This is an optimization exercise on Yosys and OpenROAD, whose aim is small area, a short achievable clock period and few clock cycles, not a production implementation. In this exercise RTL edits were held to simulation tests only and were not proved equivalent to the original. In runs 4 to 7 the design's own scripts or RTL, not TritonCTS, make the clock network. The clock port is modelled as an ideal driver, which makes a skipped or thinned clock tree look cheaper than it is; a real chip needs a root buffer or a tree. Power figures rest on the tool's default switching activity, not on a simulated workload.

## flow/design.v

```verilog
package pkt_loopback_pkg;
    typedef struct packed {
        logic                sop;
        logic                eop;
        logic [3-1:0] empty;
        logic [64-1:0]  data;
    } beat_t;
    typedef logic [$clog2(16 + 1)-1:0] beat_idx_t;
    typedef enum logic [1:0] {
        st_idle,
        st_load,
        st_send,
        st_done
    } tx_state_e;
endpackage
`timescale 1ns/1ns
module pkt_loopback_top (
    input  logic  rd_clk,
    input  logic  rd_rst_n,
    input  logic  link_up,
    input  logic  rx_valid,
    input  pkt_loopback_pkg::beat_t rx_beat,
    output logic  tx_valid,
    output pkt_loopback_pkg::beat_t tx_beat,
    input  logic  tx_ready
);
    localparam int N  = 16;          
    localparam int W  = 64 + 3 + 1;   
    localparam int P  = 4;           
    localparam int PW = 64 / P;
    logic [W-1:0] slot [N];
    logic [P-1:1] carry;             
    logic [N-1:0] v;                 
    logic [N-1:0] move;              
    logic         pop;
    logic         tv;                
    logic         next_sop;          
    logic         out_sop;
    assign pop = tv && tx_ready;
    logic [N-1:1] room;              
    logic [N:1]   full;              
    logic [N-1:0] v_stay;            
    logic [N-1:0] v_shift;           
    logic [N-1:0] v_nxt;
    logic [N:1]   full_stay;
    logic [N:1]   full_shift;
    logic [N-1:1] room_stay;
    logic [N-1:1] room_shift;
    logic [N-1:1] room_nxt;
    always_comb begin
        full[N] = 1'b1;
        for (int i = N - 1; i >= 1; i--) begin
            full[i] = full[i+1] && v[i];
        end
        move[0] = rx_valid;
        for (int i = 1; i < N; i++) begin
            move[i] = room[i] || (v[i-1] && pop);
        end
        v_stay[0]  = rx_valid || (v[0] && full[1]);
        v_shift[0] = rx_valid;
        for (int i = 1; i < N; i++) begin
            v_stay[i]  = room[i] || (v[i] && full[i+1]);
            v_shift[i] = v[i-1];
        end
        full_stay[N]  = 1'b1;
        full_shift[N] = 1'b1;
        for (int i = N - 1; i >= 1; i--) begin
            full_stay[i]  = full_stay[i+1] && v_stay[i];
            full_shift[i] = full_shift[i+1] && v_shift[i];
        end
        for (int i = 1; i < N; i++) begin
            room_stay[i]  = v_stay[i-1] && !full_stay[i];
            room_shift[i] = v_shift[i-1] && !full_shift[i];
        end
        v_nxt    = pop ? v_shift : v_stay;
        room_nxt = pop ? room_shift : room_stay;
    end
    logic [W-1:0] step [P];
    logic [P-1:0] cout;
    always_comb begin
        for (int i = 0; i < P; i++) begin
            logic         cin;
            logic [PW-1:0] part;
            cin     = (i == 0) ? 1'b1 : carry[i == 0 ? 1 : i];
            part    = slot[i][i*PW +: PW];
            step[i] = slot[i];
            step[i][i*PW +: PW] = part + PW'(cin);
            cout[i] = cin && (&part);
        end
    end
    always_ff @(posedge rd_clk) begin
        if (move[0]) begin
            slot[0] <= {rx_beat.eop,
                        rx_beat.empty & {3{rx_beat.eop}},
                        rx_beat.data};
        end
        for (int i = 1; i <= P; i++) begin
            if (move[i]) begin
                slot[i] <= step[i-1];
            end
        end
        for (int i = 1; i < P; i++) begin
            if (move[i]) begin
                carry[i] <= cout[i-1];
            end
        end
        for (int i = P + 1; i < N - 1; i++) begin
            if (move[i]) begin
                slot[i] <= slot[i-1];
            end
        end
    end
    logic keep_top;
    assign keep_top = v[N-1] && !pop;
    always_ff @(posedge rd_clk) begin
        slot[N-1] <= (slot[N-2] & {W{move[N-1]}}) | (slot[N-1] & {W{keep_top}});
        out_sop   <= (next_sop & move[N-1]) | (out_sop & keep_top);
    end
    always_ff @(posedge rd_clk or negedge rd_rst_n) begin
        if (!rd_rst_n) begin
            v        <= '0;
            room     <= '0;
            tv       <= 1'b0;
            next_sop <= 1'b1;
        end else begin
            v        <= v_nxt;
            room     <= room_nxt;
            if (move[N-1]) begin
                next_sop <= slot[N-2][W-1];
            end
            tv       <= v_nxt[N-1] && link_up;
        end
    end
    always_ff @(posedge rd_clk) begin
        tx_valid <= v_nxt[N-1] && link_up;
    end
    assign tx_beat = {out_sop, slot[N-1]};
endmodule
```

## flow/flow/run.sh

```bash
#!/bin/bash
# The standard layout, except that the port buffers are buf_2 cells rather
# than the delay buffer that buffer_ports picks by default. Every port still
# gets its own buffer. The make output goes to standard_flow.log here; ORFS
# keeps each step's log under orfs/logs.
set -euo pipefail
bash standard.sh BUFFER_PORTS_ARGS="-buffer_cell sky130_fd_sc_hd__buf_2" finish > standard_flow.log 2>&1
```

## flow/standard.sh

```bash
#!/bin/bash
# synth_recipe.tcl (not shown) runs the flow's synth.tcl, then flattens the netlist and writes it again
# the make line also repeats each setting of config.mk as NAME=value (left out here)
make -C /OpenROAD-flow-scripts/flow DESIGN_CONFIG=/design/flow/config.mk WORK_HOME=/design/flow/orfs CLKGATE_MAP_FILE= SYNTH_SCRIPT=/design/flow/synth_recipe.tcl "${@:-finish}"
```

## flow/config.mk

```make
export PLATFORM = sky130hd
export DESIGN_NAME = pkt_loopback_top
export DESIGN_NICKNAME = pkt_loopback_top
export VERILOG_FILES = /design/flow/design.v
export SDC_FILE = /design/flow/constraint.sdc
export NUM_CORES = 4
export LEC_CHECK = 0
export CAP_MARGIN = 20
export CORE_MARGIN = 2
export CORE_UTILIZATION = 65
export CTS_CLUSTER_DIAMETER = 70
export CTS_CLUSTER_SIZE = 24
export SETUP_SLACK_MARGIN = 2.9
export SLEW_MARGIN = 20
```

## flow/constraint.sdc

```tcl
create_clock -name core_clock -period 5.0 [get_ports {rd_clk}]
set_input_delay 1.0000 -clock core_clock [delete_from_list [all_inputs] [get_ports {rd_clk}]]
set_output_delay 1.0000 -clock core_clock [all_outputs]
set_load 0.01 [all_outputs]
```

==> run notes, run 1 <==
- FF+latch count, synth: approximately 1100
- Post-synth EDFFs: between 1000 and 1500
- MaxCap Viol Count: 0
- Crit Reg-Reg Startpoint: v[14]$_DFF_PN0_
- R2R depth: 6
- Clock transition at path regs: 90 ps
- GRT Total Usage: approximately 12%
- WP data required: around 5300 ps
- H-tree levels: 2
- Routed vias: around 12000
- Worst Hold Endpoint: slot[5][62]$_DFFE_PP_
- First-pass GRT wire length: 56000 µm
- Die Y: between 200 and 250 µm
- Post-Syn Area: between 30000 and 40000 µm²
- Sequential-to-total area share from yosys stat: 92.5%
- Critical Path Source Type: input pin
- Port bufs: 142
- PwrDens: 589 nW/µm²
- WP data arrival: 2360 ps
- Num ports: 144
- YS warnings: 3
- HP Start: slot[4][62]$_DFFE_PP_
- Max FO, Critical Path: 37
- CTS tree: yes
- Dominant synthesized flop cell: edfxtp_1
- Starting density of the core: 65.9%
- Hold Crit Depth: 0
- Commonest non-fill, non-tap cell in the layout: edfxtp_1
- HP Class: reg2reg
- Gp weighted congestion: 0.709
- Storage element area: 33000 µm²
- Filler cell count: between 3000 and 4000
- CTS root buf: clkbuf_16
- # nets final: 1818
- Routed wire per std cell: 13.9 µm
- WL final: 34400 µm
- Final hold vios: 0
- Critical path class: in2reg
- Largest net degree at the start of global routing: 71
- Core area: 54000 µm²
- Setup-failing EPs final: 0
- RSZ-0062 raised after global routing: yes
- Setup TNS: 0 ps
- Worst-Margin Slew: slightly below 800 ps
- Final Max Tran Viols: 0
- Row cnt: 85
- Post-synthesis cell type count: between 40 and 50
- Syn_area_per_cell: 23.2 µm²
- Multi-input logic area: roughly 2900 µm²
- R2r setup slk: 2960 ps
- Clock sink count: 1126
- Tcrit/Tclk final: about 42%
- Initial antenna violation count: 0
- Detailed-route DRC error count: 0
- GRT overflow: 0
- Setup crit end kind: flip-flop
- Most frequent cells in the layout: 1023 x edfxtp_1, 103 x buf_2, 69 x a22o_1
- Antenna diodes: 0
- First-pass DRT Iterations: 5
- Share of cells above drive strength 1: 20.1%
- Vias in the first global route: approximately 12000
- Placed Area: approximately 37000 µm²
- DRT antenna net count: 0
- Clock buffer depth: 3
- Mapped Nets: 1616
- Die area: 56700 µm²
- FF-to-FF End: room[7]$_DFF_PN0_
- Max VDD drop: approximately 0.00037 V
- Final Power: ~23 mW
- CTS buffer count: 53
- Initial DRC Count: 522
- Gate Count Post-Synth: 1535
- Min Tclk post-route: roughly 2100 ps
- Post-DP HPWL: ~20000 µm
- FFs w/ async S/R, synth: between 2 and 3%
- Die Width: 238 µm
- Worst Skew: 20.0 ps
- Vias/cell: 5.01
- Run status: finished clean
- Worst skew pair latency: 610 ps
- Area grow syn2layout: 10.9%
- Relative slew slack: a little under half
- Max Clock Freq: 0.475 GHz
- Post-route design area: 39500 µm²
- Static Leakage: 13.5 nW
- Hold_buf cts: 0
layout make-up:
cell class	instances	area share [%]
inverters	6	0.0570
well taps	696	2.21
multi-input cells	384	7.35
repair buffers	166	2.89
clock buffers	82	3.69
clock inverters	5	0.120
flip-flops and latches	1126	83.7
critical path, stage by stage:
cell and delay (ps):
buf_2 90, and2_4 430, nand2_1 340, nand2b_4 430
cell families after synthesis:
kind of cell	Yosys count	synth area share, %
flops	1126	92.5
simple gates	177	2.59
compound gates	132	2.85
xor+xnor	56	1.38
buf+inv	36	0.414
fa+ha+maj	7	0.246
mux	1	0.0316
report_power, final:
| group | leakage [nW] | switching, mW | internal [mW] | total (mW) |
|---|---|---|---|---|
| combinational | 1.92 | 1.80 | 0.836 | 2.63 |
| clock | 0.730 | 2.44 | 2.04 | 4.48 |
| sequential | 10.9 | 1.04 | 15.1 | 16.2 |
| total | 13.5 | 5.28 | 18.0 | 23.3 |
worst max-delay path by stage:
| stage | start | to |
|---|---|---|
| 2_1_floorplan | tx_ready | slot[7][0]$_DFFE_PP_ |
| 3_3_place_gp | tx_ready | next_sop$_DFFE_PN1N_ |
| 3_5_place_dp | tx_ready | next_sop$_DFFE_PN1N_ |
| 4_1_cts | slot[15][58]$_DFF_P_ | tx_beat[58] |
| 5_1_grt | tx_ready | slot[4][45]$_DFFE_PP_ |
| 6_report | tx_ready | slot[4][46]$_DFFE_PP_ |
repair_timing:
| item | CTS | global route |
|---|---|---|
| buffers inserted | 11 | 10 |
| pin swaps | 2 | 5 |
| gates resized for setup | 84 | 60 |
| cloned | 3 | 8 |
| endpoints found under the setup margin | 374 | 649 |
stage by stage:
step                cells  hold WS (ps)  util (%)  setup slack (ps)
global route         2465           423      73.1              2780
detailed placement   2346           405      68.9              2010
CTS                  2447           417      72.2              2880
floorplan            1535           400         -              2650
finish               2465           415      73.1              2900
global placement     2346           403      68.9              2070
cells in the mapped netlist (all sizes together), types with 3 or more instances:
cell type	number	share of area, %
dfxtp	70	3.9
xnor2	37	0.91
nor2	37	0.39
a22o	69	1.7
nand2	37	0.39
o32ai	4	0.098
buf	7	0.11
o31ai	3	0.063
nand2b	8	0.14
nand4	22	0.39
ha	7	0.25
xor2	19	0.47
and2	9	0.16
clkbuf	23	0.25
a21oi	17	0.24
and4	6	0.15
a41oi	3	0.074
o22ai	4	0.070
nor4	7	0.21
o21ai	9	0.13
a31oi	5	0.088
inv	6	0.063
nand3	31	0.44
dfrtp	32	2.2
a21o	7	0.15
and3	6	0.11
nor3	8	0.11
edfxtp	1023	86
flip-flops by register name (all words and copies together), names as in the netlist:
signal	count
room	15
out_sop	1
slot	1088
carry	3
tx_valid	1
tv	1
v	16
next_sop	1
per-layer routing:
metal | GRT usage [%] | part of all wire, % | vias up
li1 | - | - | 6459
met4 | 4.56 | 2.7 | 0
met2 | 19.0 | 48 | 219
met5 | 0 | 0 | -
met1 | 17.4 | 44 | 5610
met3 | 2.58 | 5.0 | 68
Testbench counts, summed over its fixed seeds: cycles 4,916.
==> run 2, diff against run 1 <==
--- a/flow/design.v
+++ b/flow/design.v
@@ -37,16 +37,10 @@
     logic         next_sop;          
     logic         out_sop;
     assign pop = tv && tx_ready;
-    logic [N-1:1] room;              
     logic [N:1]   full;              
     logic [N-1:0] v_stay;            
     logic [N-1:0] v_shift;           
     logic [N-1:0] v_nxt;
-    logic [N:1]   full_stay;
-    logic [N:1]   full_shift;
-    logic [N-1:1] room_stay;
-    logic [N-1:1] room_shift;
-    logic [N-1:1] room_nxt;
     always_comb begin
         full[N] = 1'b1;
         for (int i = N - 1; i >= 1; i--) begin
@@ -54,26 +48,15 @@
         end
         move[0] = rx_valid;
         for (int i = 1; i < N; i++) begin
-            move[i] = room[i] || (v[i-1] && pop);
+            move[i] = v[i-1] && (!full[i] || pop);
         end
         v_stay[0]  = rx_valid || (v[0] && full[1]);
         v_shift[0] = rx_valid;
         for (int i = 1; i < N; i++) begin
-            v_stay[i]  = room[i] || (v[i] && full[i+1]);
+            v_stay[i]  = (v[i-1] && !full[i]) || (v[i] && full[i+1]);
             v_shift[i] = v[i-1];
         end
-        full_stay[N]  = 1'b1;
-        full_shift[N] = 1'b1;
-        for (int i = N - 1; i >= 1; i--) begin
-            full_stay[i]  = full_stay[i+1] && v_stay[i];
-            full_shift[i] = full_shift[i+1] && v_shift[i];
-        end
-        for (int i = 1; i < N; i++) begin
-            room_stay[i]  = v_stay[i-1] && !full_stay[i];
-            room_shift[i] = v_shift[i-1] && !full_shift[i];
-        end
-        v_nxt    = pop ? v_shift : v_stay;
-        room_nxt = pop ? room_shift : room_stay;
+        v_nxt = pop ? v_shift : v_stay;
     end
     logic [W-1:0] step [P];
     logic [P-1:0] cout;
@@ -119,12 +102,10 @@
     always_ff @(posedge rd_clk or negedge rd_rst_n) begin
         if (!rd_rst_n) begin
             v        <= '0;
-            room     <= '0;
             tv       <= 1'b0;
             next_sop <= 1'b1;
         end else begin
             v        <= v_nxt;
-            room     <= room_nxt;
             if (move[N-1]) begin
                 next_sop <= slot[N-2][W-1];
             end
==> run 2 against run 1 <==
Net effect: final area shrank 0.68%; core utilization grew 0.23 points; critical path type unchanged; still clean; wire length grew 2.7%; highest routed layer unchanged; hold slack lost 46 ps; combinational power shrank about 70%; largest cell class unchanged; critical endpoint is now slot[11][23]$_DFFE_PP_; global-route usage grew 1.2 points.
==> run notes, run 2 <==
- Run status: finished clean
- GRT overflow: 0 (unchanged)
- Initial DRC Count: 520 (-0.38%)
- RSZ-0062 raised after global routing: yes
- Post-Syn Area: 35000 µm² (-1.8%)
- Max reg flops: 1088 (unchanged)
- WP data arrival: 2400 ps (+40 ps)
- Mapped Nets: 1639 (+1.4%)
- Commonest non-fill, non-tap cell in the layout: edfxtp_1
- Syn_area_per_cell: 22.5 µm² (-3.2%)
- Gate Count Post-Synth: 1558 (+1.5%)
- Worst-Margin Slew: 784 ps (+0.623 ps)
- Antenna diodes: 0 (unchanged)
- Setup-failing EPs final: 0 (unchanged)
- Most frequent cells in the layout: 1023 x edfxtp_1, 163 x nand2_1, 92 x nand3_1
- FF-to-FF End: slot[3][33]$_DFFE_PP_
- Sw Share: 18.8% (-3.9 points)
- # nets final: 1843 (+1.4%)
- Post-synth EDFFs: 1023 (unchanged)
- Clock buffer depth: 3 (unchanged)
- Core area: 53500 µm² (-0.98%)
- Share of cells above drive strength 1: 18.8% (-1.2 points)
- Largest family of logic cells by synthesized area: simple AND/OR/NAND/NOR gates
- Synth Area in Adders: 0.250% (+0.0044 points)
- Worst path top cell family by delay: buffers and inverters
- Top cells by count, synth: 1023 x edfxtp_1, 163 x nand2_1, 93 x nand3_1, 70 x dfxtp_1, 36 x xnor2_1
- Synth area leaders: edfxtp_1 88%, dfxtp_1 4.0%, nand2_1 1.7%
- Routed wire per std cell: 14.2 µm (+1.6%)
- Clock power share: 28.0% (+8.7 points)
- HP Class: in2async
- DRT antenna net count: 0 (unchanged)
- Vias/cell: 4.94 (-1.5%)
- Port bufs: 142 (unchanged)
- FF+latch count, synth: 1111 (-1.3%)
- FFs w/ async S/R, synth: 1.62% (-1.3 points)
- Most frequent cell after synthesis: edfxtp_1
- Leading area contributor after synthesis: edfxtp_1
- Tcrit/Tclk final: 41.2% (-0.92 points)
- YS warnings: 3 (unchanged)
- Largest regs: slot: 1088 flops, v: 16 flops, carry: 3 flops
- Dominant synthesized flop cell: edfxtp_1
- Max VDD drop: 0.000365 V (-1.0%)
- Final Max Tran Viols: 0 (unchanged)
- Min Tclk post-route: 2060 ps (-46.1 ps)
- WL final: 35300 µm (+2.7%)
- Top cell type's share of synthesized area: 87.8% (+1.6 points)
- Synth Area in XOR/XNOR: 1.40% (+0.025 points)
- Post-Synth Simple-Gate Area: 4.72% (+2.1 points)
- Mux cell area share after synthesis: 0% (-0.032 points)
- PwrDens: 432 nW/µm² (-27%)
- Cell-by-cell trace of the critical path: buf_2 > a21bo_4 > buf_12 > nor2_4 > nand2_1 > and2_2 > bufbuf_16
- Slowest cell on crit path: bufbuf_16
- Sequential-to-total area share from yosys stat: 93.1% (+0.59 points)
- Clock sink count: 1111 (-1.3%)
- Combinational share of power: 4.6% (-6.7 points)
- Worst skew pair latency: 610 ps (about the same)
- Int Pwr: 13.8 mW (-24%)
- Num ports: 144 (unchanged)
- Setup crit end kind: flip-flop
- Area grow syn2layout: 12.1%
- Routed vias: 12300 (-0.45%)
- GRT Total Usage: 13.4% (+1.2 points)
- Max Clock Freq: 0.486 GHz (+2.2%)
- Final hold vios: 0 (unchanged)
- Detailed-route DRC error count: 0 (unchanged)
- Multi-input logic area: 2450 µm² (-16%)
- Vias in the first global route: 12100 (+5.1%)
- Biggest register: slot
- MaxCap Viol Count: 0 (unchanged)
- Clock transition at path regs: 90 ps (about the same)
- Post-DP HPWL: 20700 µm (+2.0%)
- First-pass DRT Iterations: 4 (-1)
- Crit Reg-Reg Startpoint: v[13]$_DFF_PN0_
- Layout Utilization: 73.3% (+0.23 points)
- Net load switching power: 3.18 mW (-40%)
- Max FO, Critical Path: 36 (-2.7%)
- Post-synthesis cell type count: 34 (-24%)
- Critical path class: in2reg
- Die area: 55700 µm² (-1.7%)
- R2r setup slk: 3010 ps (+50 ps)
- Synth Area in Compound Gates: 0.197% (-2.6 points)
- H-tree levels: 2 (unchanged)
- Gp weighted congestion: 0.713 (+0.58%)
- Storage element area: 32700 µm² (-1.1%)
- Sequential share of power: 67.4% (-2.0 points)
- WP data required: 5350 ps (+100 ps)
- CTS root buf: clkbuf_16
- Hold_buf cts: 0 (unchanged)
- R2R depth: 6 (unchanged)
- Initial antenna violation count: 0 (unchanged)
- CTS tree: yes
- Die Width: 236 µm (-0.87%)
- Starting density of the core: 65.4% (-0.52 points)
- Worst Skew: 21.2 ps (+1.18 ps)
- Row cnt: 85 (unchanged)
- WP buf/inv: 3 (+2)
- Static Leakage: 13.4 nW (-0.85%)
- Relative slew slack: 47.4% (-0.35 points)
- Critical Path Source Type: input pin
- Worst path max stage delay: 320 ps (-110 ps)
- Largest net degree at the start of global routing: 76 (+7.0%)
- Filler cell count: 3011 (-0.13%)
- First-pass GRT wire length: 60700 µm (+8.3%)
- Setup TNS: 0 ps (unchanged)
- CTS buffer count: 53 (unchanged)
- Die Y: 236 µm (-0.87%)
-- run 2: cell count changes in the layout (fill, tap and decap cells not counted), moves of 23 or more --
cell and delta:
buf_2 -28, a22o_1 -69, nand3_1 +61, nand2_1 +133
buf_6 +31, nor2_1 -23
-- run 2: cell type report --
class	instances	share of cell area [%]
flip-flops and latches	1111	83.3
repair buffers	172	4.06
well taps	696	2.22
clock inverters	8	0.434
multi-input cells	421	6.25
inverters	3	0.0287
clock buffers	80	3.72
-- run 2: what timing repair did --
| action | CTS | global route |
|---|---|---|
| pin swaps | 2 | 2 |
| buffers inserted | 8 | 3 |
| gates resized for setup | 110 | 79 |
| cloned | 3 | 1 |
| setup endpoints to repair | 1017 | 820 |
-- run 2: per-layer routing --
metal / share of wire [%] / up-vias / GRT usage [%]
met5: 0 / - / 0
met4: 3.0 / 0 / 5.21
met2: 49 / 187 / 21.5
met3: 3.5 / 67 / 2.40
li1: - / 6324 / -
met1: 44 / 5722 / 18.8
-- run 2: per-stage QoR --
stage / hold slack (ps) / total power, mW / std cells / worst slack (ps) / instance area [µm²]
global route: 368 / 17.7 / 2491 / 2880 / 39200
global placement: 404 / 12.2 / 2388 / 1650 / 36700
floorplan: 400 / 12.0 / 1558 / 1880 / 35100
detailed placement: 405 / 12.3 / 2388 / 1530 / 36700
CTS: 322 / 17.1 / 2487 / 2860 / 38800
finish: 369 / 16.9 / 2491 / 2940 / 39200
-- run 2: power by group through the flow --
stage	sequential, mW	combinational [mW]	clock, mW
CTS	11.4	0.729	4.92
global placement	11.6	0.634	0
global route	11.5	0.868	5.28
detailed placement	11.6	0.661	0
floorplan	11.6	0.399	0
finish	11.4	0.781	4.74
-- run 2: how the worst max path moves through the flow --
stage | start | to | slack, ps | depth (start not counted)
finish | tx_ready | slot[11][23]$_DFFE_PP_ | 2940 | 7
global route | slot[15][65]$_DFF_P_ | tx_beat[65] | 2880 | 1
CTS | tx_ready | slot[6][45]$_DFFE_PP_ | 2860 | 6
detailed placement | v[14]$_DFF_PN0_ | slot[3][41]$_DFFE_PP_ | 1530 | 5
global placement | tx_ready | slot[11][42]$_DFFE_PP_ | 1650 | 7
floorplan | tx_ready | carry[3]$_DFFE_PP_ | 1880 | 5
-- run 2: kinds of logic after synthesis --
logic type / after synthesis
flops: 1111
simple gates: 347
xor+xnor: 56
buf+inv: 28
compound gates: 9
fa+ha+maj: 7
Testbench counts of run 2, summed over its fixed seeds: cycles 4,916.
==> run 3, diff against run 2 <==
--- a/flow/design.v
+++ b/flow/design.v
@@ -37,26 +37,40 @@
     logic         next_sop;          
     logic         out_sop;
     assign pop = tv && tx_ready;
-    logic [N:1]   full;              
+    logic [N-1:1] room;              
+    logic [N:0]   none;              
+    logic [N:0]   one;               
+    logic [N-1:0] none_below_top;    
     logic [N-1:0] v_stay;            
     logic [N-1:0] v_shift;           
     logic [N-1:0] v_nxt;
+    logic [N-1:1] room_nxt;
     always_comb begin
-        full[N] = 1'b1;
-        for (int i = N - 1; i >= 1; i--) begin
-            full[i] = full[i+1] && v[i];
+        none[N] = 1'b1;
+        one[N]  = 1'b1;
+        for (int i = N - 1; i >= 0; i--) begin
+            none[i] = none[i+1] && v[i];
+            one[i]  = v[i] ? one[i+1] : none[i+1];
+        end
+        none_below_top[N-1] = 1'b1;
+        for (int i = N - 2; i >= 0; i--) begin
+            none_below_top[i] = none_below_top[i+1] && v[i];
         end
         move[0] = rx_valid;
         for (int i = 1; i < N; i++) begin
-            move[i] = v[i-1] && (!full[i] || pop);
+            move[i] = room[i] || (v[i-1] && pop);
         end
-        v_stay[0]  = rx_valid || (v[0] && full[1]);
+        v_stay[0]  = rx_valid || (v[0] && none[1]);
         v_shift[0] = rx_valid;
         for (int i = 1; i < N; i++) begin
-            v_stay[i]  = (v[i-1] && !full[i]) || (v[i] && full[i+1]);
+            v_stay[i]  = room[i] || (v[i] && none[i+1]);
             v_shift[i] = v[i-1];
         end
         v_nxt = pop ? v_shift : v_stay;
+        room_nxt[1] = rx_valid && (pop ? !none_below_top[0] : !one[0]);
+        for (int i = 2; i < N; i++) begin
+            room_nxt[i] = v[i-2] && (pop ? !none_below_top[i-1] : !one[i-1]);
+        end
     end
     logic [W-1:0] step [P];
     logic [P-1:0] cout;
@@ -102,10 +116,12 @@
     always_ff @(posedge rd_clk or negedge rd_rst_n) begin
         if (!rd_rst_n) begin
             v        <= '0;
+            room     <= '0;
             tv       <= 1'b0;
             next_sop <= 1'b1;
         end else begin
             v        <= v_nxt;
+            room     <= room_nxt;
             if (move[N-1]) begin
                 next_sop <= slot[N-2][W-1];
             end
==> run 3 against run 2 <==
Net effect: still clean; clock power is 5.1% lower; cell count rose by 1.0%; die area grew 2.1%; clock-buffer cell count is 2 higher; maximum frequency down 0.59%; register-to-register slack about the same; synthesized cell count decreased by 0.19%; via count increased by 2.1%; sequential power grew 39%; wire length is 2.1% higher.
==> run notes, run 3 <==
- Post-DP HPWL: 20700 µm (about the same)
- Detailed-route DRC error count: 0 (unchanged)
- Static Leakage: 13.9 nW (+3.6%)
- Layout Utilization: 73.8% (+0.44 points)
- FF+latch count, synth: 1126 (+1.4%)
- Largest regs: slot: 1088 flops, v: 16 flops, room: 15 flops
- Port bufs: 142 (unchanged)
- Post-synth EDFFs: 1023 (unchanged)
- First-pass GRT wire length: 60100 µm (-1.0%)
- Dominant synthesized flop cell: edfxtp_1
- Worst-Margin Slew: 907 ps (+123 ps)
- Critical path class: reg2out
- GRT Total Usage: 13.4% (-0.020 points)
- Post-route design area: 39900 µm² (+1.8%)
- WP data required: 4000 ps (-1350 ps)
- Setup crit end kind: output pin
- Final hold vios: 0 (unchanged)
- Die Y: 238 µm (+1.0%)
- Mapped Nets: 1636 (-0.18%)
- Max Clock Freq: 0.483 GHz (-0.59%)
- Post-Syn Area: 35700 µm² (+2.1%)
- H-tree levels: 2 (unchanged)
- Top cells by count, synth: 1023 x edfxtp_1, 70 x dfxtp_1, 69 x a22o_1, 63 x nand2_1, 40 x xnor2_1
- WL final: 36100 µm (+2.1%)
- Clock sink count: 1126 (+1.4%)
- Gate Count Post-Synth: 1555 (-0.19%)
- Setup-failing EPs final: 0 (unchanged)
- Most frequent cells in the layout: 1023 x edfxtp_1, 83 x buf_2, 69 x a22o_1, 69 x dfxtp_2, 60 x buf_6
- Share of cells above drive strength 1: 21.2% (+2.4 points)
- Vias/cell: 4.99 (+1.0%)
- DRT antenna net count: 0 (unchanged)
- Die area: 56900 µm² (+2.1%)
- Initial antenna violation count: 0 (unchanged)
- MaxCap Viol Count: 0 (unchanged)
- Routed wire per std cell: 14.3 µm (+1.1%)
- Die Width: 238 µm (+1.0%)
- Syn_area_per_cell: 23.0 µm² (+2.3%)
- Largest net degree at the start of global routing: 71 (-6.6%)
- FFs w/ async S/R, synth: 2.93% (+1.3 points)
- Max VDD drop: 0.000360 V (-1.4%)
- Run status: finished clean
- Cell-by-cell trace of the critical path: buf_6
- Commonest non-fill, non-tap cell in the layout: edfxtp_1
- Placed Area: 37400 µm² (+1.9%)
- PwrDens: 588 nW/µm² (+36%)
- CTS buffer count: 53 (unchanged)
- Gp weighted congestion: 0.719 (+0.81%)
- Max reg flops: 1088 (unchanged)
- Synth area leaders: edfxtp_1 86%, dfxtp_1 3.9%, dfrtp_1 2.2%
- CTS root buf: clkbuf_16
- Routed vias: 12600 (+2.1%)
- Antenna diodes: 0 (unchanged)
- Starting density of the core: 66.0% (+0.59 points)
- Post-synthesis cell type count: 54 (+59%)
- Worst skew pair latency: 610 ps (about the same)
- Worst path top cell family by delay: flip-flops
- Tcrit/Tclk final: 41.4% (+0.24 points)
- Initial DRC Count: 591 (+14%)
- Slowest cell on crit path: dfxtp_2
- Worst Skew: 20.1 ps (-1.02 ps)
- Worst path max stage delay: 370 ps (+50 ps)
- Sequential-to-total area share from yosys stat: 92.2% (-0.86 points)
- Relative slew slack: 39.5% (-7.9 points)
- Min Tclk post-route: 2070 ps (+12.1 ps)
- Area grow syn2layout: 11.8%
- RSZ-0062 raised after global routing: yes
- HP Class: reg2reg
- YS warnings: 3 (unchanged)
- CTS tree: yes
- GRT overflow: 0 (unchanged)
- WP data arrival: 1070 ps (-1330 ps)
- Critical Path Source Type: flip-flop
- Most frequent cell after synthesis: edfxtp_1
- WP buf/inv: 1 (-2)
- Num ports: 144 (unchanged)
- Vias in the first global route: 12100 (-0.49%)
- Row cnt: 85 (unchanged)
- Top cell type's share of synthesized area: 86.0% (-1.8 points)
- Setup TNS: 0 ps (unchanged)
- Max FO, Critical Path: 2 (-94%)
- Clock buffer depth: 3 (unchanged)
- Hold slack: 408 ps (+38.7 ps)
- Hold_buf cts: 0 (unchanged)
- Final Max Tran Viols: 0 (unchanged)
- Biggest register: slot
- # nets final: 1868 (+1.4%)
- Clock transition at path regs: 80 ps (about the same)
- Core area: 54100 µm² (+1.2%)
- First-pass DRT Iterations: 5 (+1)
- Leading area contributor after synthesis: edfxtp_1
==> run 3: cell types whose count changed after synthesis, moves of 11 or more <==
cell	previous run	this run
clkbuf_1	8	19
a22o_1	0	69
dfrtp_1	17	32
nand3_1	93	30
o21ai_0	1	23
buf_1	12	0
a21oi_1	0	18
nand2_1	163	63
nor2_1	15	26
==> run 3: stage by stage <==
stage	instances	setup slack (ps)	total power, mW
after floorplan	1555	2720	17.5
after global placement	2365	2130	18.3
after detailed placement	2365	2070	18.5
after CTS	2499	2840	23.5
after global routing	2516	2860	24.7
final	2516	2930	23.5
==> run 3: timing repair <==
| item | 4_1_cts | 5_1_grt |
|---|---|---|
| pin swaps | 2 | 1 |
| endpoints found under the setup margin | 945 | 307 |
| buffers inserted | 36 | 16 |
| gates cloned | 10 | 1 |
| resized for setup | 114 | 36 |
==> run 3: cell families after synthesis <==
kind of cell / synth area share [%]
flops: 92.2
simple gates: 2.70
compound gates: 2.82
xor+xnor: 1.45
buf+inv: 0.480
fa+ha+maj: 0.301
mux: 0.0315
==> run 3: area by class of cell <==
type	instances	area, µm²
clock buffers	82	1480
clock inverters	6	45.0
well taps	696	871
flip-flops and latches	1126	33000
inverters	6	22.5
multi-input cells	402	2960
repair buffers	198	1500
fillers	3059	14200
==> run 3: final timing paths <==
| kind | start | endpoint | slack [ps] | depth (start not counted) |
|---|---|---|---|---|
| max | slot[15][7]$_DFF_P_ | tx_beat[7] | 2930 | 1 |
| min | slot[5][53]$_DFFE_PP_ | slot[6][53]$_DFFE_PP_ | 410 | 0 |
| max reg2reg | tv$_DFF_PN0_ | slot[15][40]$_DFF_P_ | 3010 | 4 |
| min reg2reg | slot[5][53]$_DFFE_PP_ | slot[6][53]$_DFFE_PP_ | 410 | 0 |
| max in group asynchronous | rd_rst_n | v[12]$_DFF_PN0_ | 3990 | 1 |
| min in group asynchronous | rd_rst_n | v[2]$_DFF_PN0_ | 470 | 1 |
==> run 3: layer usage <==
layer	wire (µm)	track usage, %	part of all wire (%)
met5	0	0	0
met4	766	4.34	2.1
met3	1620	2.66	4.5
met2	17800	22.1	49
met1	15800	18.4	44
==> run 3: power by group <==
group | internal [mW] | leakage (nW) | switching (mW)
Sequential | 14.9 | 10.9 | 1.09
Clock | 2.05 | 0.735 | 2.44
Combinational | 1.16 | 2.28 | 1.88
Testbench counts of run 3, summed over its fixed seeds: cycles 4,916.
==> run 4, diff against run 3 <==
==> flow/flow/run.sh (replaced) <==
#!/bin/bash
# The standard layout with two changes: the port buffers are buf_2 cells
# rather than the delay buffer that buffer_ports picks by default (every port
# still gets its own buffer), and the clock tree is built by cts_tree.tcl, a
# balanced two-level tree, in place of TritonCTS's three-level one. The make
# output goes to standard_flow.log here; ORFS keeps each step's log under
# orfs/logs.
set -euo pipefail
here=$(pwd)
bash standard.sh BUFFER_PORTS_ARGS="-buffer_cell sky130_fd_sc_hd__buf_2" \
  PRE_CTS_TCL="$here/flow/cts_tree.tcl" finish > standard_flow.log 2>&1
==> flow/flow/cts_tree.tcl (new file) <==
# Clock tree built here in place of TritonCTS, sourced by ORFS's cts.tcl as
# its PRE_CTS_TCL hook. It replaces the clock_tree_synthesis command with one
# that builds a two-level tree: the clock port drives four root buffers, one
# per quadrant of the sinks, and each root drives the leaf buffers of its
# quadrant; each leaf buffer drives a compact group of about two dozen
# flip-flops. Every flip-flop sits behind the same two buffer levels, so the
# tree is balanced by construction. cts.tcl then legalizes the new buffers and
# runs its usual timing repair.

proc my_tree_build { args } {
  set block [ord::get_db_block]
  set db [ord::get_db]
  set buf_master [$db findMaster sky130_fd_sc_hd__clkbuf_16]
  set clk_net [$block findNet rd_clk]

  # Sinks: every instance pin on the clock net
  set sinks {}
  foreach it [$clk_net getITerms] {
    set inst [$it getInst]
    set box [$inst getBBox]
    set x [expr { ([$box xMin] + [$box xMax]) / 2 }]
    set y [expr { ([$box yMin] + [$box yMax]) / 2 }]
    lappend sinks [list $x $y $it]
  }
  set n [llength $sinks]
  set ncol 8
  set nrow 6
  puts "my_tree: $n sinks, $ncol x $nrow leaf groups"

  # Columns of equal size by x, then rows of equal size by y in each column
  set sinks [lsort -integer -index 0 $sinks]
  set leaves {}
  for { set c 0 } { $c < $ncol } { incr c } {
    set lo [expr { $c * $n / $ncol }]
    set hi [expr { ($c + 1) * $n / $ncol - 1 }]
    set col [lsort -integer -index 1 [lrange $sinks $lo $hi]]
    set m [llength $col]
    for { set r 0 } { $r < $nrow } { incr r } {
      set rlo [expr { $r * $m / $nrow }]
      set rhi [expr { ($r + 1) * $m / $nrow - 1 }]
      lappend leaves [list $c $r [lrange $col $rlo $rhi]]
    }
  }

  # Root nets, one per quadrant
  set roots {}
  for { set q 0 } { $q < 4 } { incr q } {
    set rnet [odb::dbNet_create $block "my_clk_root_$q"]
    $rnet setSigType CLOCK
    set rinst [odb::dbInst_create $block $buf_master "my_clk_rootbuf_$q"]
    [$rinst findITerm A] connect $clk_net
    [$rinst findITerm X] connect $rnet
    lappend roots [list $rinst $rnet]
    set rsum($q) {0 0 0}
  }

  set k 0
  foreach leaf $leaves {
    lassign $leaf c r group
    set q [expr { ($c >= $ncol / 2 ? 1 : 0) + ($r >= $nrow / 2 ? 2 : 0) }]
    set lnet [odb::dbNet_create $block "my_clk_leaf_$k"]
    $lnet setSigType CLOCK
    set linst [odb::dbInst_create $block $buf_master "my_clk_leafbuf_$k"]
    set sx 0
    set sy 0
    foreach s $group {
      lassign $s x y it
      $it disconnect
      $it connect $lnet
      incr sx $x
      incr sy $y
    }
    set g [llength $group]
    set lx [expr { $sx / $g }]
    set ly [expr { $sy / $g }]
    $linst setLocation $lx $ly
    $linst setPlacementStatus PLACED
    [$linst findITerm A] connect [lindex [lindex $roots $q] 1]
    [$linst findITerm X] connect $lnet
    lassign $rsum($q) ax ay an
    set rsum($q) [list [expr { $ax + $lx }] [expr { $ay + $ly }] [expr { $an + 1 }]]
    incr k
  }
  for { set q 0 } { $q < 4 } { incr q } {
    lassign $rsum($q) ax ay an
    set rinst [lindex [lindex $roots $q] 0]
    $rinst setLocation [expr { $ax / $an }] [expr { $ay / $an }]
    $rinst setPlacementStatus PLACED
  }
  global_connect
  puts "my_tree: [llength $leaves] leaf buffers, 4 root buffers"
}

rename clock_tree_synthesis my_orig_clock_tree_synthesis
proc clock_tree_synthesis { args } {
  my_tree_build
}
--- a/flow/config.mk
+++ b/flow/config.mk
@@ -8,7 +8,5 @@
 export CAP_MARGIN = 20
 export CORE_MARGIN = 2
 export CORE_UTILIZATION = 65
-export CTS_CLUSTER_DIAMETER = 70
-export CTS_CLUSTER_SIZE = 24
-export SETUP_SLACK_MARGIN = 2.9
+export SETUP_SLACK_MARGIN = 3.0
 export SLEW_MARGIN = 20
==> run 4 against run 3 <==
Net effect: still clean; sequential cell count unchanged; highest routed layer unchanged; wire length up 29%; global-route usage up 3.5 points; sequential share of layout area down 2.6 points; maximum frequency up 6.3%; via count up 7.2%; power up 1.9%; register-to-register slack better by 40 ps; die area unchanged.
==> run notes, run 4 <==
- Slowest cell on crit path: dfrtp_2
- HP Class: reg2reg
- Sequential-to-total area share from yosys stat: 92.2% (unchanged)
- Max FO, Critical Path: 10 (+8)
- MaxCap Viol Count: 0 (unchanged)
- RSZ-0062 raised after global routing: no
- First-pass GRT wire length: 73200 µm (+22%)
- Detailed-route DRC error count: 0 (unchanged)
- Post-placement cell count: 2365 (unchanged)
- Most frequent cell after synthesis: edfxtp_1
- Share of cells above drive strength 1: 22.4% (+1.2 points)
- Die area: 56900 µm² (unchanged)
- Post-synthesis cell type count: 54 (unchanged)
- Starting density of the core: 66.0% (unchanged)
- DRT antenna net count: 0 (unchanged)
- Setup ws final: 3050 ps (+123 ps)
- Gp weighted congestion: 0.739 (+2.8%)
- Die Width: 238 µm (unchanged)
- FF+latch count, synth: 1126 (unchanged)
- Gate Count Post-Synth: 1555 (unchanged)
- Worst skew pair latency: 420 ps (-190 ps)
- Largest regs: slot: 1088 flops, v: 16 flops, room: 15 flops
- Critical path class: reg2reg
- PwrDens: 582 nW/µm² (-1.1%)
- Num ports: 144 (unchanged)
- Vias/cell: 5.21 (+4.4%)
- Post-synth EDFFs: 1023 (unchanged)
- Final Power: 23.9 mW (+1.9%)
- Final Non-Filler Cells: 2582 (+2.6%)
- Final Max Tran Viols: 0 (unchanged)
- GRT overflow: 0 (unchanged)
- Max reg flops: 1088 (unchanged)
- Port bufs: 142 (unchanged)
- Routed wire per std cell: 18.0 µm (+26%)
- Setup-failing EPs final: 0 (unchanged)
- GRT Total Usage: 16.9% (+3.5 points)
- Post-Syn Area: 35700 µm² (unchanged)
- Hold slack: 413 ps (+5.51 ps)
- Run status: finished clean
- Antenna diodes: 0 (unchanged)
- WP data arrival: 2230 ps (+1160 ps)
- Row cnt: 85 (unchanged)
- Final hold vios: 0 (unchanged)
- Cell-by-cell trace of the critical path: and4_4 > a21oi_2 > or4_4 > o211ai_1 > a221oi_1
- WP buf/inv: 0 (-1)
- Largest net degree at the start of global routing: 39 (-45%)
- Setup crit end kind: flip-flop
- Worst path top cell family by delay: simple AND/OR/NAND/NOR gates
- WL final: 46600 µm (+29%)
- Die Y: 238 µm (unchanged)
- WP data required: 5280 ps (+1280 ps)
- Static Leakage: 14.6 nW (+5.1%)
- Pre-CTS WS: 1990 ps (-79.8 ps)
- First-pass DRT Iterations: 5 (unchanged)
- Layout Utilization: 75.9% (+2.2 points)
- Critical Path Source Type: flip-flop
- Top cell type's share of synthesized area: 86.0% (unchanged)
- Leading area contributor after synthesis: edfxtp_1
- # nets final: 1969 (+5.4%)
- Top cells by count, synth: 1023 x edfxtp_1, 70 x dfxtp_1, 69 x a22o_1, 63 x nand2_1, 40 x xnor2_1
- Worst path max stage delay: 550 ps (+180 ps)
- Routed vias: 13500 (+7.2%)
- Tcrit/Tclk final: 38.9% (-2.5 points)
- YS warnings: 3 (unchanged)
- FFs w/ async S/R, synth: 2.93% (unchanged)
- Placed Area: 37400 µm² (about the same)
- Initial DRC Count: 676 (+14%)
- Synth area leaders: edfxtp_1 86%, dfxtp_1 3.9%, dfrtp_1 2.2%
- Commonest non-fill, non-tap cell in the layout: edfxtp_1
- Biggest register: slot
- Most frequent cells in the layout: 1023 x edfxtp_1, 140 x buf_2, 120 x nand2b_4
- Clock transition at path regs: 90 ps (about the same)
- Max Clock Freq: 0.514 GHz (+6.3%)
- Vias in the first global route: 13200 (+9.0%)
- Post-DP HPWL: 20800 µm (+0.60%)
- Worst-Margin Slew: 805 ps (-102 ps)
- Min Tclk post-route: 1950 ps (-123 ps)
- Area grow syn2layout: 15.1%
- Setup TNS: 0 ps (unchanged)
- Syn_area_per_cell: 23.0 µm² (unchanged)
- Mapped Nets: 1636 (unchanged)
- Post-route design area: 41100 µm² (+3.0%)
- Core area: 54100 µm² (unchanged)
- Worst Skew: 21.7 ps (+1.57 ps)
- Initial antenna violation count: 0 (unchanged)
- Relative slew slack: 46.3% (+6.8 points)
- Hold_buf cts: 0 (unchanged)
- Dominant synthesized flop cell: edfxtp_1
- Max VDD drop: 0.000305 V (-15%)
## run 4: cell types whose count changed in the layout (fill, tap and decap cells not counted), sizes merged
cell	delta
nand2b	+103
clkbuf	-30
buf	-14
a21o	+7
and2	+4
clkinv	-3
inv	-3
nand2	+2
## run 4: kinds of logic after synthesis
group	Yosys count	share of synthesized area, %
adder cells (fa/ha/maj)	9	0.301
XOR/XNOR	59	1.45
AO/OA/AOI/OAI	135	2.82
AND/OR/NAND/NOR	187	2.70
buffers and inverters	38	0.480
flip-flops	1126	92.2
multiplexers	1	0.0315
## run 4: final timing paths
kind | startpoint | to | slack (ps) | cells after the start
setup / recovery | v[12]$_DFF_PN0_ | room[1]$_DFF_PN0_ | 3050 | 5
hold / removal | slot[9][9]$_DFFE_PP_ | slot[10][9]$_DFFE_PP_ | 410 | 0
setup reg to reg | v[12]$_DFF_PN0_ | room[1]$_DFF_PN0_ | 3050 | 5
hold reg to reg | slot[9][9]$_DFFE_PP_ | slot[10][9]$_DFFE_PP_ | 410 | 0
max in group asynchronous | rd_rst_n | v[15]$_DFF_PN0_ | 3740 | 1
min in group asynchronous | rd_rst_n | v[5]$_DFF_PN0_ | 660 | 1
## run 4: timing repair
action                     4_1_cts  5_1_grt
gates cloned                   129        0
setup endpoints to repair     1083        5
pin swaps                        4        1
gates resized for setup        169        5
buffers inserted                28        8
## run 4: power breakdown
| group | total [mW] | switching, mW | internal, mW |
|---|---|---|---|
| sequential | 16.0 | 1.24 | 14.8 |
| clock | 4.19 | 2.34 | 1.85 |
| combinational | 3.72 | 2.23 | 1.49 |
## run 4: final cells by class
type / count / area (µm²)
timing repair buffer: 184 / 1300
buffer: 52 / 1300
multi-input combinational: 518 / 4650
fill: 2870 / 13000
sequential: 1126 / 33000
inverter: 6 / 22.5
tap: 696 / 871
## run 4: routing by layer
layer | wire [µm] | track usage, %
met1 | 17100 | 19.9
met2 | 26500 | 33.7
met3 | 2040 | 1.91
met4 | 903 | 2.82
met5 | 0 | 0
==> run 5, diff against run 4 <==
--- a/flow/config.mk
+++ b/flow/config.mk
@@ -8,5 +8,5 @@
 export CAP_MARGIN = 20
 export CORE_MARGIN = 2
 export CORE_UTILIZATION = 65
-export SETUP_SLACK_MARGIN = 3.0
+export SETUP_SLACK_MARGIN = 3.05
 export SLEW_MARGIN = 20
==> run 5 against run 4 <==
Net effect: final area decreased by 0.38%; power decreased by 0.15%; synthesized area unchanged; still clean; largest cell class unchanged; critical endpoint is now tx_beat[9]; cell count decreased by 0.31%; maximum frequency increased by 2.5%.
==> run notes, run 5 <==
- Mapped Nets: 1636 (unchanged)
- Die Y: 238 µm (unchanged)
- WP data arrival: 900 ps (-1330 ps)
- Biggest register: slot
- Post-Syn Area: 35700 µm² (unchanged)
- Top cells by count, synth: 1023 x edfxtp_1, 70 x dfxtp_1, 69 x a22o_1, 63 x nand2_1, 40 x xnor2_1
- Multi-input logic area: 4410 µm² (-5.2%)
- Cell-by-cell trace of the critical path: buf_2
- Share of cells above drive strength 1: 22.5% (+0.15 points)
- Detailed-route DRC error count: 0 (unchanged)
- First-pass DRT Iterations: 5 (unchanged)
- Final hold vios: 0 (unchanged)
- Storage element area: 33000 µm² (about the same)
- PwrDens: 583 nW/µm² (+0.24%)
- Met3 usage: 2.34% (+0.43 points)
- Hold_buf cts: 0 (unchanged)
- Largest family of logic cells by synthesized area: compound AO/OA/AOI/OAI gates
- Post-synth EDFFs: 1023 (unchanged)
- Antenna diodes: 0 (unchanged)
- Run status: finished clean
- Row cnt: 85 (unchanged)
- Vias in the first global route: 12900 (-1.9%)
- Port bufs: 142 (unchanged)
- Clock transition at path regs: 80 ps (about the same)
- Post-Synth Simple-Gate Area: 2.70% (unchanged)
- Vias/cell: 5.19 (-0.42%)
- Worst path max stage delay: 350 ps (-200 ps)
- Max Clock Freq: 0.527 GHz (+2.5%)
- MaxCap Viol Count: 0 (unchanged)
- Max VDD drop: 0.000408 V (+34%)
- Worst Skew: 21.4 ps (-0.340 ps)
- WL final: 46000 µm (-1.4%)
- Setup crit end kind: output pin
- Area grow syn2layout: 14.6%
- Max FO, Critical Path: 2 (-8)
- Hold slack: 416 ps (+3.38 ps)
- First-pass GRT wire length: 72400 µm (-1.1%)
- Largest net degree at the start of global routing: 43 (+10%)
- Core area: 54100 µm² (unchanged)
- Final Max Tran Viols: 0 (unchanged)
- Worst path top cell family by delay: flip-flops
- Synth Area in Compound Gates: 2.82% (unchanged)
- Synth area leaders: edfxtp_1 86%, dfxtp_1 3.9%, dfrtp_1 2.2%
- RSZ-0062 raised after global routing: no
- GRT Total Usage: 16.8% (-0.16 points)
- Setup-failing EPs final: 0 (unchanged)
- Hold Crit Depth: 0 (unchanged)
- DRT antenna net count: 0 (unchanged)
- Critical path depth in cells: 1 (-4)
- Starting density of the core: 66.0% (unchanged)
- Met1 Usage GRT: 19.5% (-0.34 points)
- Worst skew pair latency: 420 ps (about the same)
- Slowest cell on crit path: dfxtp_1
- Die Width: 238 µm (unchanged)
- Routed wire per std cell: 17.9 µm (-1.1%)
- Die area: 56900 µm² (unchanged)
- Commonest non-fill, non-tap cell in the layout: edfxtp_1
- YS warnings: 3 (unchanged)
- Post-DP HPWL: 20800 µm (-0.17%)
- R2R depth: 4 (-1)
- Gp weighted congestion: 0.727 (-1.7%)
- Tcrit/Tclk final: 38.0% (-0.96 points)
- Static Leakage: 14.5 nW (-0.43%)
- WP data required: 4000 ps (-1280 ps)
- Routed vias: 13400 (-0.73%)
- Synth Area in XOR/XNOR: 1.45% (unchanged)
- Relative slew slack: 48.0% (+1.6 points)
- Top cell type's share of synthesized area: 86.0% (unchanged)
- Max reg flops: 1088 (unchanged)
- Mux cell area share after synthesis: 0.0315% (unchanged)
- Most frequent cells in the layout: 1023 x edfxtp_1, 141 x buf_2, 99 x nand2b_4
- Pre-CTS WS: 1840 ps (-150 ps)
- Post-synthesis cell type count: 54 (unchanged)
- Critical Path Source Type: flip-flop
- HP Class: reg2reg
- FF+latch count, synth: 1126 (unchanged)
- Setup ws final: 3100 ps (+47.8 ps)
- Critical path class: reg2out
- Num ports: 144 (unchanged)
- Leading area contributor after synthesis: edfxtp_1
- Dominant synthesized flop cell: edfxtp_1
- Worst-Margin Slew: 780 ps (-24.7 ps)
- FFs w/ async S/R, synth: 2.93% (unchanged)
- Min Tclk post-route: 1900 ps (-47.8 ps)
- Initial DRC Count: 748 (+11%)
- Initial antenna violation count: 0 (unchanged)
- Synth Area in Adders: 0.301% (unchanged)
- # nets final: 1961 (-0.41%)
- Gate Count Post-Synth: 1555 (unchanged)
- GRT overflow: 0 (unchanged)
- Placed Area: 37400 µm² (unchanged)
- WP buf/inv: 1 (+1)
- Grt met2 use: 32.8% (-0.87 points)
- Setup TNS: 0 ps (unchanged)
- Most frequent cell after synthesis: edfxtp_1
- Filler cell count: 2915 (+1.6%)
- Gr busiest metal: met2
- Largest regs: slot: 1088 flops, v: 16 flops, room: 15 flops
- Syn_area_per_cell: 23.0 µm² (unchanged)
- Post-route design area: 41000 µm² (-0.38%)
- Sequential-to-total area share from yosys stat: 92.2% (unchanged)
-- run 5: cell counts after synthesis --
Identical to the previous run, type by type.
-- run 5: kinds of logic (layout without fill, tap and decap cells) --
group,after synthesis,count (layout)
mux,1,1
flops,1126,1126
compound gates,135,142
xor+xnor,59,59
buf+inv,38,251
simple gates,187,290
fa+ha+maj,9,9
-- run 5: layer usage --
metal  vias up  share of wire (%)
li1       6801                  -
met5         -                  0
met1      6219                 37
met2       272                 56
met4         0                2.7
met3        65                4.3
-- run 5: final cells by class --
type	count	share of cell area [%]
Tap cell	696	2.13
Sequential cell	1126	80.5
Inverter	6	0.0550
Multi-Input combinational cell	501	10.8
Buffer	52	3.18
Timing Repair Buffer	193	3.35
-- run 5: path summary, 6_finish.rpt --
check                      slack (ps)                      to              startpoint
max                              3100              tx_beat[9]     slot[15][9]$_DFF_P_
min                               420  slot[12][61]$_DFFE_PP_  slot[11][61]$_DFFE_PP_
max reg2reg                      3110       room[2]$_DFF_PN0_          v[7]$_DFF_PN0_
min reg2reg                       420  slot[12][61]$_DFFE_PP_  slot[11][61]$_DFFE_PP_
max in group asynchronous        3760         v[13]$_DFF_PN0_                rd_rst_n
min in group asynchronous         650       room[5]$_DFF_PN0_                rd_rst_n
-- run 5: power breakdown --
part           internal, mW  switching, mW
Clock                  1.85           2.33
Combinational          1.49           2.28
Sequential             14.8           1.17
Total                  18.1           5.77
-- run 5: timing repair --
item                                     CTS  global route
endpoints found under the setup margin  1115            19
buffers inserted                          31            13
resized for setup                        142            24
pin swaps                                  4             5
gates cloned                             113             0
-- run 5: per-stage QoR --
stage | cells | power [mW] | utilization [%]
6_report | 2574 | 23.9 | 75.7
5_1_grt | 2574 | 25.0 | 75.7
4_1_cts | 2561 | 23.4 | 75.3
3_5_place_dp | 2365 | 18.5 | 69.0
3_3_place_gp | 2365 | 18.3 | 69.0
2_1_floorplan | 1555 | 17.6 | -
==> run 6, diff against run 5 <==
--- a/flow/config.mk
+++ b/flow/config.mk
@@ -8,5 +8,5 @@
 export CAP_MARGIN = 20
 export CORE_MARGIN = 2
 export CORE_UTILIZATION = 65
-export SETUP_SLACK_MARGIN = 3.05
+export SETUP_SLACK_MARGIN = 2.95
 export SLEW_MARGIN = 20
==> run 6 against run 5 <==
Net effect: still clean; synthesized cell count unchanged; clock skew decreased by 3.8 ps; combinational power increased by 1%; sequential share of layout area increased by 0.093 points; first-iteration DRC count decreased by 16%; cell count decreased by 0.47%; clock power about the same; critical path depth increased by 4; core utilization decreased by 0.12 points; maximum frequency decreased by 3.5%; critical endpoint is now room[1]$_DFF_PN0_; largest power group unchanged.
==> run notes, run 6 <==
- Row cnt: 85 (unchanged)
- GRT overflow: 0 (unchanged)
- Detailed-route DRC error count: 0 (unchanged)
- Storage element area: 33000 µm² (about the same)
- WP data arrival: 2250 ps (+1350 ps)
- Syn_area_per_cell: 23.0 µm² (unchanged)
- Relative slew slack: 44.8% (-3.2 points)
- Initial DRC Count: 629 (-16%)
- Critical Path Source Type: flip-flop
- Hold_buf cts: 0 (unchanged)
- RSZ-0062 raised after global routing: no
- First-pass GRT wire length: 71400 µm (-1.3%)
- Die area: 56900 µm² (unchanged)
- Leading area contributor after synthesis: edfxtp_1
- Gate Count Post-Synth: 1555 (unchanged)
- Min Tclk post-route: 1970 ps (+69.1 ps)
- Num ports: 144 (unchanged)
- Post-synth EDFFs: 1023 (unchanged)
- Multi-input logic area: 4240 µm² (-3.7%)
- Final Max Tran Viols: 0 (unchanged)
- Top cell type's share of synthesized area: 86.0% (unchanged)
- Initial antenna violation count: 0 (unchanged)
- DRT antenna net count: 0 (unchanged)
- PwrDens: 585 nW/µm² (+0.34%)
- Share of cells above drive strength 1: 21.4% (-1.1 points)
- Setup ws final: 3030 ps (-69.1 ps)
- Vias in the first global route: 12900 (-0.19%)
- Max Clock Freq: 0.508 GHz (-3.5%)
- Static Leakage: 14.5 nW (-0.35%)
- Most frequent cell after synthesis: edfxtp_1
- Core area: 54100 µm² (unchanged)
- Tcrit/Tclk final: 39.4% (+1.4 points)
- Setup TNS: 0 ps (unchanged)
- Biggest register: slot
- Dominant synthesized flop cell: edfxtp_1
- Filler cell count: 2966 (+1.7%)
- Clock transition at path regs: 90 ps (about the same)
- Post-synthesis cell type count: 54 (unchanged)
- Setup crit end kind: flip-flop
- Most frequent cells in the layout: 1023 x edfxtp_1, 140 x buf_2, 88 x nand2b_4
- Synth area leaders: edfxtp_1 86%, dfxtp_1 3.9%, dfrtp_1 2.2%
- MaxCap Viol Count: 0 (unchanged)
- Top cells by count, synth: 1023 x edfxtp_1, 70 x dfxtp_1, 69 x a22o_1, 63 x nand2_1, 40 x xnor2_1
- Worst skew pair latency: 420 ps (about the same)
- FF+latch count, synth: 1126 (unchanged)
- WP data required: 5290 ps (+1290 ps)
- HP Class: reg2reg
- Largest regs: slot: 1088 flops, v: 16 flops, room: 15 flops
- Worst-Margin Slew: 828 ps (+47.9 ps)
- Largest net degree at the start of global routing: 36 (-16%)
- Max reg flops: 1088 (unchanged)
- Mapped Nets: 1636 (unchanged)
- Worst Skew: 17.5 ps (-3.82 ps)
- Port bufs: 142 (unchanged)
- Critical path class: reg2reg
- Area grow syn2layout: 14.4%
- Final hold vios: 0 (unchanged)
- Max VDD drop: 0.000325 V (-20%)
- Sequential-to-total area share from yosys stat: 92.2% (unchanged)
- # nets final: 1949 (-0.61%)
- Gp weighted congestion: 0.729 (+0.37%)
- GRT Total Usage: 16.4% (-0.31 points)
- Pre-CTS WS: 2200 ps (+361 ps)
- YS warnings: 3 (unchanged)
- Max FO, Critical Path: 9 (+7)
- Post-DP HPWL: 20300 µm (-2.4%)
- WL final: 45000 µm (-2.0%)
- Vias/cell: 5.15 (-0.84%)
- FFs w/ async S/R, synth: 2.93% (unchanged)
- Setup-failing EPs final: 0 (unchanged)
- Run status: finished clean
- Layout Utilization: 75.5% (-0.12 points)
- First-pass DRT Iterations: 5 (unchanged)
- Die Y: 238 µm (unchanged)
- Commonest non-fill, non-tap cell in the layout: edfxtp_1
- Routed wire per std cell: 17.6 µm (-1.6%)
- Antenna diodes: 0 (unchanged)
- Die Width: 238 µm (unchanged)
- Routed vias: 13200 (-1.3%)
- Starting density of the core: 66.0% (unchanged)
- Post-Syn Area: 35700 µm² (unchanged)
-- run 6: changes by cell type in the layout (fill, tap and decap cells not counted), sizes merged --
cell	previous run	this run
a21o	9	10
nand2b	113	105
clkbuf	53	52
buf	191	184
and2	8	10
nand2	68	67
bufbuf	1	3
-- run 6: worst paths after layout --
path	start	to	slack, ps	cells after the start
max	v[11]$_DFF_PN0_	room[1]$_DFF_PN0_	3030	5
min in group asynchronous	rd_rst_n	v[5]$_DFF_PN0_	670	1
max in group asynchronous	rd_rst_n	v[5]$_DFF_PN0_	3730	1
min	slot[13][45]$_DFFE_PP_	slot[14][45]$_DFFE_PP_	410	0
max reg2reg	v[11]$_DFF_PN0_	room[1]$_DFF_PN0_	3030	5
min reg2reg	slot[13][45]$_DFFE_PP_	slot[14][45]$_DFFE_PP_	410	0
-- run 6: cells by family (layout without fill, tap and decap cells) --
logic type | Yosys count | count (layout) | share of synthesized area (%)
and+or+nand+nor | 187 | 283 | 2.70
DFF | 1126 | 1126 | 92.2
AOI/OAI and AO/OA | 135 | 143 | 2.82
buffers and inverters | 38 | 245 | 0.480
adders and majority gates | 9 | 9 | 0.301
xor gates and xnor gates | 59 | 59 | 1.45
muxes | 1 | 1 | 0.0315
-- run 6: per-layer routing --
layer / part of all wire (%) / up-vias / track usage (%)
met5: 0 / - / 0
met4: 2.3 / 0 / 3.30
met3: 4.1 / 57 / 1.82
met2: 56 / 252 / 32.2
met1: 37 / 6106 / 19.7
li1: - / 6768 / -
-- run 6: what timing repair did --
item	CTS	global route
pin swaps	2	2
endpoints found under the setup margin	1077	5
resized for setup	138	7
gates cloned	111	0
setup buffers	29	5
-- run 6: metrics by stage --
| step | hold slack, ps | instances | cell area, µm² | total power [mW] |
|---|---|---|---|---|
| 2_1_floorplan | 400 | 1555 | 35900 | 17.5 |
| 3_3_place_gp | 405 | 2365 | 37300 | 18.3 |
| 3_5_place_dp | 405 | 2365 | 37300 | 18.5 |
| 4_1_cts | 405 | 2557 | 40800 | 23.5 |
| 5_1_grt | 423 | 2562 | 40900 | 25.0 |
| 6_report | 411 | 2562 | 40900 | 23.9 |
-- run 6: critical path: stages (launching register included) --
cell	delay, ps
dfrtp_2	530
and4_4	310
a21oi_2	70
or4_4	450
o211ai_1	340
a221oi_2	130
-- run 6: layout make-up --
cell class	count	area share, %
Multi-Input combinational cell	495	10.4
Tap cell	696	2.13
Timing Repair Buffer	187	3.63
Sequential cell	1126	80.6
Buffer	52	3.18
Inverter	6	0.0551
-- run 6: power by group --
group	switching [mW]	internal (mW)	leakage, nW
Combinational	2.23	1.57	3.01
Sequential	1.19	14.8	10.8
Clock	2.32	1.85	0.641
==> run 7, diff against run 6 <==
--- a/flow/config.mk
+++ b/flow/config.mk
@@ -8,5 +8,5 @@
 export CAP_MARGIN = 20
 export CORE_MARGIN = 2
 export CORE_UTILIZATION = 65
-export SETUP_SLACK_MARGIN = 2.95
+export SETUP_SLACK_MARGIN = 3.2
 export SLEW_MARGIN = 20
==> run 7 against run 6 <==
Net effect: sequential cell count is the same; synthesized cell count is the same; clock power grew 1%; power grew 3.8%; cell count grew 3.0%; still clean on timing, DRC and antenna; combinational power grew about 20%; via count grew 5.4%; register-to-register slack gained 70 ps; critical path depth grew 1; core utilization grew 2.8 points; wire length grew 11%; largest power group unchanged.
==> run notes, run 7 <==
- Worst Skew: 30.4 ps (+12.9 ps)
- Initial DRC Count: 733 (+17%)
- Critical Path Source Type: flip-flop
- Post-Syn Area: 35700 µm² (unchanged)
- Share of cells above drive strength 1: 29.0% (+7.5 points)
- Setup TNS: 0 ps (unchanged)
- Largest net degree at the start of global routing: 41 (+14%)
- First-pass DRT Iterations: 7 (+2)
- Die Width: 238 µm (unchanged)
- Commonest non-fill, non-tap cell in the layout: edfxtp_1
- Biggest register: slot
- Net load switching power: 6.12 mW (+6.5%)
- GRT overflow: 0 (unchanged)
- Slowest cell on crit path: dfrtp_4
- FFs w/ async S/R, synth: 2.93% (unchanged)
- Final Max Tran Viols: 0 (unchanged)
- Sequential share of power: 64.7% (-1.9 points)
- Max reg flops: 1088 (unchanged)
- GRT Total Usage: 17.8% (+1.3 points)
- Relative slew slack: 45.3% (+0.55 points)
- Min Tclk post-route: 1900 ps (-69.6 ps)
- Clock power share: 17.0% (-0.4 points)
- Max Clock Freq: 0.527 GHz (+3.7%)
- Num ports: 144 (unchanged)
- MaxCap Viol Count: 0 (unchanged)
- # nets final: 2027 (+4.0%)
- Mapped Nets: 1636 (unchanged)
- Port bufs: 142 (unchanged)
- Post-synthesis cell type count: 54 (unchanged)
- Static Leakage: 15.1 nW (+4.4%)
- Antenna diodes: 0 (unchanged)
- Detailed-route DRC error count: 0 (unchanged)
- Dominant synthesized flop cell: edfxtp_1
- Area grow syn2layout: 18.6%
- Mux cell area share after synthesis: 0.0315% (unchanged)
- Syn_area_per_cell: 23.0 µm² (unchanged)
- Die area: 56900 µm² (unchanged)
- Vias in the first global route: 13300 (+3.6%)
- Worst skew pair latency: 430 ps (about the same)
- Leading area contributor after synthesis: edfxtp_1
- WL final: 50200 µm (+11%)
- Setup-failing EPs final: 0 (unchanged)
- Filler cell count: 2703 (-8.9%)
- DRT antenna net count: 0 (unchanged)
- Sequential-to-total area share from yosys stat: 92.2% (unchanged)
- Synth Area in Compound Gates: 2.82% (unchanged)
- Max FO, Critical Path: 12 (+3)
- Largest regs: slot: 1088 flops, v: 16 flops, room: 15 flops
- Post-Synth Simple-Gate Area: 2.70% (unchanged)
- Most frequent cells in the layout: 1023 x edfxtp_1, 110 x nand2b_4, 78 x buf_6
- Die Y: 238 µm (unchanged)
- HP Class: reg2reg
- WP data required: 5300 ps (about the same)
- Routed wire per std cell: 19.0 µm (+8.2%)
- Most frequent cell after synthesis: edfxtp_1
- First-pass GRT wire length: 75900 µm (+6.3%)
- Post-synth EDFFs: 1023 (unchanged)
- Int Pwr: 18.7 mW (+2.9%)
- Worst path max stage delay: 540 ps (about the same)
- YS warnings: 3 (unchanged)
- Setup crit end kind: flip-flop
- Cell-by-cell trace of the critical path: nand4_1 > buf_4 > nor4_4 > o21ai_0 > a21oi_1 > a221oi_2
- Row cnt: 85 (unchanged)
- Clock transition at path regs: 80 ps (about the same)
- Max VDD drop: 0.000341 V (+4.9%)
- Critical path class: reg2reg
- Post-placement cell count: 2363 (-0.085%)
- Synth Area in XOR/XNOR: 1.45% (unchanged)
- Sw Share: 24.6% (+0.63 points)
- Top cells by count, synth: 1023 x edfxtp_1, 70 x dfxtp_1, 69 x a22o_1, 63 x nand2_1, 40 x xnor2_1
- Synth Area in Adders: 0.301% (unchanged)
- Initial antenna violation count: 0 (unchanged)
- Tcrit/Tclk final: 38.0% (-1.4 points)
- RSZ-0062 raised after global routing: yes
- Final hold vios: 0 (unchanged)
- Hold_buf cts: 0 (unchanged)
- Largest family of logic cells by synthesized area: compound AO/OA/AOI/OAI gates
- FF+latch count, synth: 1126 (unchanged)
- Gp weighted congestion: 0.736 (+0.96%)
- Vias/cell: 5.26 (+2.3%)
- Core area: 54100 µm² (unchanged)
- Combinational share of power: 18.3% (+2.4 points)
- Routed vias: 13900 (+5.4%)
- PwrDens: 586 nW/µm² (about the same)
- Starting density of the core: 66.0% (unchanged)
- Post-DP HPWL: 20800 µm (+2.7%)
- Run status: finished clean
- WP data arrival: 2200 ps (-50 ps)
- Worst-Margin Slew: 820 ps (-8.23 ps)
- Gate Count Post-Synth: 1555 (unchanged)
- Synth area leaders: edfxtp_1 86%, dfxtp_1 3.9%, dfrtp_1 2.2%
- Top cell type's share of synthesized area: 86.0% (unchanged)
- Final Non-Filler Cells: 2640 (+3.0%)
-- run 7: per-layer routing --
layer | wire length, µm | part of all wire, % | up-vias | global-route usage, %
met2 | 28800 | 57 | 292 | 35.4
met4 | 1240 | 2.5 | 0 | 3.75
met1 | 18300 | 36 | 6571 | 20.4
li1 | - | - | 6969 | -
met5 | 0 | 0 | - | 0
met3 | 1870 | 3.7 | 66 | 2.14
-- run 7: area by class of cell --
type	instances	area (µm²)	area share, %
Timing Repair Buffer	238	2380	5.61
Tap cell	696	871	2.05
Sequential cell	1126	33100	78.0
Inverter	6	22.5	0.0531
Multi-Input combinational cell	522	4750	11.2
Buffer	52	1300	3.07
-- run 7: final timing paths --
check | start | endpoint | slack (ps) | cells after the start
min | slot[13][28]$_DFFE_PP_ | slot[14][28]$_DFFE_PP_ | 410 | 0
max | v[14]$_DFF_PN0_ | room[1]$_DFF_PN0_ | 3100 | 6
min reg2reg | slot[13][28]$_DFFE_PP_ | slot[14][28]$_DFFE_PP_ | 410 | 0
max in group asynchronous | rd_rst_n | v[15]$_DFF_PN0_ | 3750 | 1
max reg2reg | v[14]$_DFF_PN0_ | room[1]$_DFF_PN0_ | 3100 | 6
min in group asynchronous | rd_rst_n | v[5]$_DFF_PN0_ | 650 | 1
-- run 7: timing repair --
| item | in CTS | in global routing |
|---|---|---|
| buffers inserted | 63 | 25 |
| cloned | 135 | 2 |
| pin swaps | 10 | 4 |
| endpoints found under the setup margin | 1126 | 601 |
| resized for setup | 199 | 153 |
-- run 7: stage by stage --
step           total power, mW  worst slack (ps)  hold WS [ps]  util [%]  cell area, µm²
6_report                  24.8              3100           413      78.3           42400
5_1_grt                   25.9              3080           419      78.3           42400
4_1_cts                   23.8              2800           405      76.9           41600
3_5_place_dp              18.5              1980           405      69.0           37300
3_3_place_gp              18.3              2040           402      69.0           37300
2_1_floorplan             17.7              2730           400         -           36100
-- run 7: critical path: cells and delay by family (launching register included) --
family	cells	cell delay (ps)
compound gates	3	460
buf+inv	1	190
flops	1	540
simple gates	2	580
-- run 7: power groups by stage --
stage	Sequential, mW	Combinational, mW	Clock, mW
finish	16.1	4.55	4.23
global route	16.4	4.87	4.59
CTS	16.2	4.13	3.46
detailed placement	16.1	2.44	0
global placement	16.0	2.35	0
floorplan	15.7	1.93	0
-- run 7: logic make-up after synthesis --
family	after synthesis
flops	1126
simple gates	187
compound gates	135
xor+xnor	59
buf+inv	38
fa+ha+maj	9
mux	1

[separate check: timing with driven ports]
The results above use ideal ports. As a check the final layouts listed here were re-extracted and re-timed, cells and wires unchanged. Step 1: set_driving_cell puts a clkbuf_16 on rd_clk and a buf_2 on each other input, an assumption about the parent block. Step 2 adds t to the input delays and takes it off the output delays; t is the mean of the earliest and latest rising clock arrival at the registers after step 1. Input paths then give back, and output paths get back, about the clock's delay inside the block. a / b / c = ideal ports / drivers / drivers and shift; a / b = the first two.
| run | shift t [ns] | setup WS [ns] | worst data-port slew with drivers (ns) |
|---|---|---|---|
| run 1 | 0.653 | 2.896 / 2.877 / 2.278 | 0.05 |
| run 2 | 0.657 | 2.942 / 2.889 / 2.327 | 0.05 |
| run 3 | 0.655 | 2.930 / 2.871 / 2.376 | 0.05 |
| run 4 | 0.530 | 3.054 / 2.940 / 2.770 | 0.06 |
| run 5 | 0.531 | 3.101 / 2.981 / 2.737 | 0.07 |
| run 6 | 0.528 | 3.032 / 2.945 / 2.730 | 0.06 |
| run 7 | 0.526 | 3.102 / 3.014 / 2.744 | 0.06 |
After both steps setup and hold are still met in every run listed. For run 1, which loses most, drivers alone change the setup slack by -0.019 ns; drivers and shift together by -0.618 ns.
